From an optimization exercise on the open Yosys and OpenROAD flow, aimed at small area, a short achievable clock period and few clock cycles; shortcuts taken in it are not production practice.
In this exercise RTL edits were held to simulation tests only and were not proved equivalent to the original.

## csd_vector_unit
module csd_vector_unit #(
    parameter int NUM_LANES   = DEF_NUM_LANES,
    parameter int DATA_WIDTH  = DEF_DATA_WIDTH,
    parameter int ACCUM_WIDTH = DEF_ACCUM_WIDTH,
    parameter int LEN_WIDTH   = DEF_LEN_WIDTH
) (
    input  logic                              clk,
    input  logic                              rst_n,
    input  logic                              cfg_valid,
    output logic                              cfg_ready,
    input  logic [LEN_WIDTH-1:0]              cfg_len,
    input  logic                              cfg_mode,
    input  logic [NUM_LANES-1:0]              cfg_break_mask,
    input  logic                              in_valid,
    output logic                              in_ready,
    input  logic [NUM_LANES*DATA_WIDTH-1:0]   in_act,
    input  logic [NUM_LANES*DATA_WIDTH-1:0]   in_wgt,
    input  logic [NUM_LANES-1:0]              in_nz_mask,
    output logic                              out_valid,
    input  logic                              out_ready,
    output logic [NUM_LANES*ACCUM_WIDTH-1:0]  out_data,
    output logic [NUM_LANES-1:0]              out_seg_mask,
    output logic                              busy
);
    logic                 cur_v, nxt_v;
    logic                 cur_zero, cur_first, cur_one;
    logic [LEN_WIDTH-1:0] cur_rem, nxt_len;
    logic [6:0]           cur_mask, nxt_mask, cfg_eff;
    logic       adv, go, beat_hs, pseudo, cfg_hs, out_hs, cur_adv, cur_load;
    logic       r_v, r_first, r_last, p_v, p_first, p_last, q_v, q_first, q_last;
    logic [6:0] r_mask, p_mask, q_mask;
    logic       ov_q;
    logic [6:0] om_q;
    logic [2:0] njobs;
    assign adv       = !(ov_q && !out_ready);
    assign cfg_eff   = cfg_mode ? cfg_break_mask[6:0] : 7'd0;
    assign cfg_ready = !nxt_v;
    assign cfg_hs    = cfg_valid && !nxt_v;
    assign out_hs    = ov_q && out_ready;
    assign go        = adv && cur_v && !(r_v && r_last);
    assign in_ready  = go && !cur_zero;
    assign beat_hs   = in_valid && in_ready;
    assign pseudo    = go && cur_zero;
    assign cur_adv   = pseudo || (beat_hs && cur_one);
    assign cur_load  = cur_adv || !cur_v;
    always_ff @(posedge clk or negedge rst_n) begin
        if (!rst_n) begin
            cur_v <= 1'b0;
  ...
Size in the first run: about 770 flip-flops, roughly 560 I/O pins.
Settings: LEC_CHECK=0, CAP_MARGIN=0, CORE_MARGIN=2, CORE_UTILIZATION=60, CTS_BUF_LIST=sky130_fd_sc_hd__clkbuf_8, SETUP_SLACK_MARGIN=3.0, SLEW_MARGIN=0, TNS_END_PERCENT=5, BUFFER_PORTS_ARGS=-buffer_cell sky130_fd_sc_hd__buf_1; clock period 7.5 ns.
standard.sh (not shown) runs the stock make flow with config.mk's settings and CLKGATE_MAP_FILE= SYNTH_SCRIPT=/design/flow/synth_recipe.tcl, a recipe that flattens the netlist after the stock synthesis.
==> flow/flow/run.sh <==
#!/bin/bash
# The standard layout (the standard.sh), with port buffers that are plain
# sky130_fd_sc_hd__buf_1 cells rather than the delay buffers buffer_ports
# picks by itself. Every input and output port still gets its buffer.
set -euo pipefail
echo 'export BUFFER_PORTS_ARGS = -buffer_cell sky130_fd_sc_hd__buf_1' >> config.mk
cp config.mk config_mk_used.log
bash standard.sh > standard.log 2>&1
The baseline produced a clean layout.
Testbench counts at the start, summed over its fixed seeds: cycles 31,142.
Next try:
Settings changed: CAP_MARGIN 0 to 20, SETUP_SLACK_MARGIN 3.0 to 3.4, SLEW_MARGIN 0 to 20.
What happened: Non-clock buffer count went up by 39. Setup slack improved by 76 ps. Wire length went up by 1.2%. Sequential cell count is unchanged.
Next try:
Settings changed: CTS_CLUSTER_SIZE from default to 24, SETUP_SLACK_MARGIN 3.4 to 3.0.
What happened:
- The new run ran to the end with no violations
- flip-flop and latch count is unchanged
- global-route usage decreases by 0.27 points
- worst setup slack is worse by 94 ps
- cell area decreases by 2.0%
- routed wire length decreases by 1.7%
- clock skew barely changes
- cell count decreases by 0.72%
Next try:
Settings changed: CORE_UTILIZATION 60 to 70, CTS_BUF_LIST sky130_fd_sc_hd__clkbuf_8 to default, CTS_CLUSTER_SIZE 24 to default.
Effect:
- worst hold slack gains 5.1 ps
- utilization climbs by 12 points
- critical path depth is unchanged
- design area climbs by about 0.5%
- worst setup slack gains 15 ps
- die area drops by about 14%
- final cell count drops by 3.4%
Next try:
Settings changed: CORE_UTILIZATION 70 to 60, CTS_BUF_LIST from default to sky130_fd_sc_hd__clkbuf_8, CTS_CLUSTER_SIZE from default to 24, GPL_ROUTABILITY_DRIVEN from default to 0.
=>
- flip-flop and latch count stays the same
- hold slack got worse by 14 ps
- design area hardly moves
- sequential share of layout area stays flat
- core utilization decreases by 11 points


build 78:
csd_vector_unit again, from the RTL that the note above started with.
clock: 7.5 ns
lec_check: 0
cap_margin: 0
core_margin: 2
core_utilization: 60
cts_buf_list: sky130_fd_sc_hd__clkbuf_4
cts_cluster_size: 24
setup_slack_margin: 3.0
slew_margin: 0
tns_end_percent: 5
buffer_ports_args: -buffer_cell sky130_fd_sc_hd__buf_1
Scripts as last shown in full above: flow/flow/run.sh
Testbench counts of build 78, summed over its fixed seeds: cycles 31,142.
Inputs modified between build 78 and build 26:
# build 78
export LEC_CHECK = 0
export CAP_MARGIN = 0
export CORE_MARGIN = 2
export CORE_UTILIZATION = 60
export CTS_BUF_LIST = sky130_fd_sc_hd__clkbuf_4
export CTS_CLUSTER_SIZE = 24
export SETUP_SLACK_MARGIN = 3.0
export SLEW_MARGIN = 0
export TNS_END_PERCENT = 5
export BUFFER_PORTS_ARGS = -buffer_cell sky130_fd_sc_hd__buf_1
create_clock -name core_clock -period 7.5 [get_ports {clk}]
# build 26
export LEC_CHECK = 0
export CAP_MARGIN = 20
export CORE_MARGIN = 2
export CORE_UTILIZATION = 60
export CTS_BUF_LIST = sky130_fd_sc_hd__clkbuf_8
export CTS_CLUSTER_SIZE = 24
export SETUP_SLACK_MARGIN = 4.0
export SLEW_MARGIN = 20
export TNS_END_PERCENT = 5
export BUFFER_PORTS_ARGS = -buffer_cell sky130_fd_sc_hd__buf_1
create_clock -name core_clock -period 7.5 [get_ports {clk}]
==> run summary <==
- Build 26 vs. build 78: via density per instance roughly the same; final setup slack of the worst path now sits higher; fraction of layout instances using a drive strength above 1 higher; final standard cell count with taps included and fillers excluded held steady.
- Between build 26 and build 78, it is build 26 whose insertion delay to the later sink of the worst-skew pair is lower, by 0.32 ns.
- Delta (build 26 minus build 78): routed wire length picked up an extra about 2.2%; non-clock buffer count in the final layout picked up an extra about 20%.
--- input diff build 26..build 24 ---
# build 26
export LEC_CHECK = 0
export CAP_MARGIN = 20
export CORE_MARGIN = 2
export CORE_UTILIZATION = 60
export CTS_BUF_LIST = sky130_fd_sc_hd__clkbuf_8
export CTS_CLUSTER_SIZE = 24
export SETUP_SLACK_MARGIN = 4.0
export SLEW_MARGIN = 20
export TNS_END_PERCENT = 5
export BUFFER_PORTS_ARGS = -buffer_cell sky130_fd_sc_hd__buf_1
create_clock -name core_clock -period 7.5 [get_ports {clk}]
# build 24
export LEC_CHECK = 0
export CAP_MARGIN = 20
export CORE_MARGIN = 2
export CORE_UTILIZATION = 60
export SETUP_SLACK_MARGIN = 3.0
export SLEW_MARGIN = 20
export TNS_END_PERCENT = 5
export BUFFER_PORTS_ARGS = -buffer_cell sky130_fd_sc_hd__buf_1
create_clock -name core_clock -period 7.5 [get_ports {clk}]
- Between build 24 and build 26, the area fraction of clock buffers and clock inverters is lower for build 26.
- Average wire per standard cell: build 26 vs build 24, no meaningful difference
What build 38 does differently from build 24 at the input level:
# build 24
export LEC_CHECK = 0
export CAP_MARGIN = 20
export CORE_MARGIN = 2
export CORE_UTILIZATION = 60
export SETUP_SLACK_MARGIN = 3.0
export SLEW_MARGIN = 20
export TNS_END_PERCENT = 5
export BUFFER_PORTS_ARGS = -buffer_cell sky130_fd_sc_hd__buf_1
create_clock -name core_clock -period 7.5 [get_ports {clk}]
# build 38
export LEC_CHECK = 0
export CAP_MARGIN = 20
export CORE_MARGIN = 2
export CORE_UTILIZATION = 60
export SETUP_SLACK_MARGIN = 3.0
export SLEW_MARGIN = 20
export BUFFER_PORTS_ARGS = -buffer_cell sky130_fd_sc_hd__buf_1
create_clock -name core_clock -period 7.5 [get_ports {clk}]
[summary]
- Per the comparison of build 38 with build 24, routed wire length on met3 fell by 780 um; sum of routed wire length over all layers rose by 0.73%; iteration count of the initial detailed-routing pass stayed essentially flat; slew at the pin closest to its max-slew limit rose by 0.017 ns.
- Relative to build 24, the final cell area reported for build 38 is higher.
- Per the comparison of build 38 with build 24, area growth from synthesis to final layout climbed 2.0 points; number of synthesized flops with an enable pin barely changed.

[afterwards: timing with drivers on the ports]
The flow's constraints put no driver on any port. The routed layouts listed below were extracted and timed again, unchanged, in two steps.
Step 1 assumes that a clkbuf_16 drives the clock port and a buf_2 every other input.
Step 2 times the ports against the registers' clock, not the clock port: input delays grow and output delays shrink by t, the midpoint of the rising clock arrivals with the driver on.
a / b / c = ideal / step 1 / step 2; a / b = the first two.
run | t (ns) | setup slack, ns | hold slack, ns
the first run of note 1 | 0.863 | 2.903 / 2.903 / 2.903 | 0.391 / 0.391 / 0.391
the second run of note 1 | 0.887 | 2.979 / 2.979 / 2.979 | 0.412 / 0.412 / 0.412
the third run of note 1 | 0.888 | 2.885 / 2.885 / 2.885 | 0.413 / 0.413 / 0.413
the fourth run of note 1 | 0.725 | 2.900 / 2.900 / 2.900 | 0.418 / 0.418 / 0.418
the fifth run of note 1 | 0.889 | 2.904 / 2.904 / 2.814 | 0.404 / 0.404 / 0.404
build 78 | 1.153 | 2.851 / 2.851 / 2.851 | 0.412 / 0.412 / 0.412
build 26 | 0.865 | 2.953 / 2.953 / 2.918 | 0.417 / 0.417 / 0.417
build 24 | 0.730 | 2.859 / 2.859 / 2.859 | 0.411 / 0.411 / 0.411
build 38 | 0.746 | 2.872 / 2.872 / 2.872 | 0.401 / 0.401 / 0.401
After both steps every run listed still meets setup and hold. For the fifth run of note 1, which loses most, drivers alone change the setup slack by 0.000 ns; drivers and shift together by -0.090 ns.
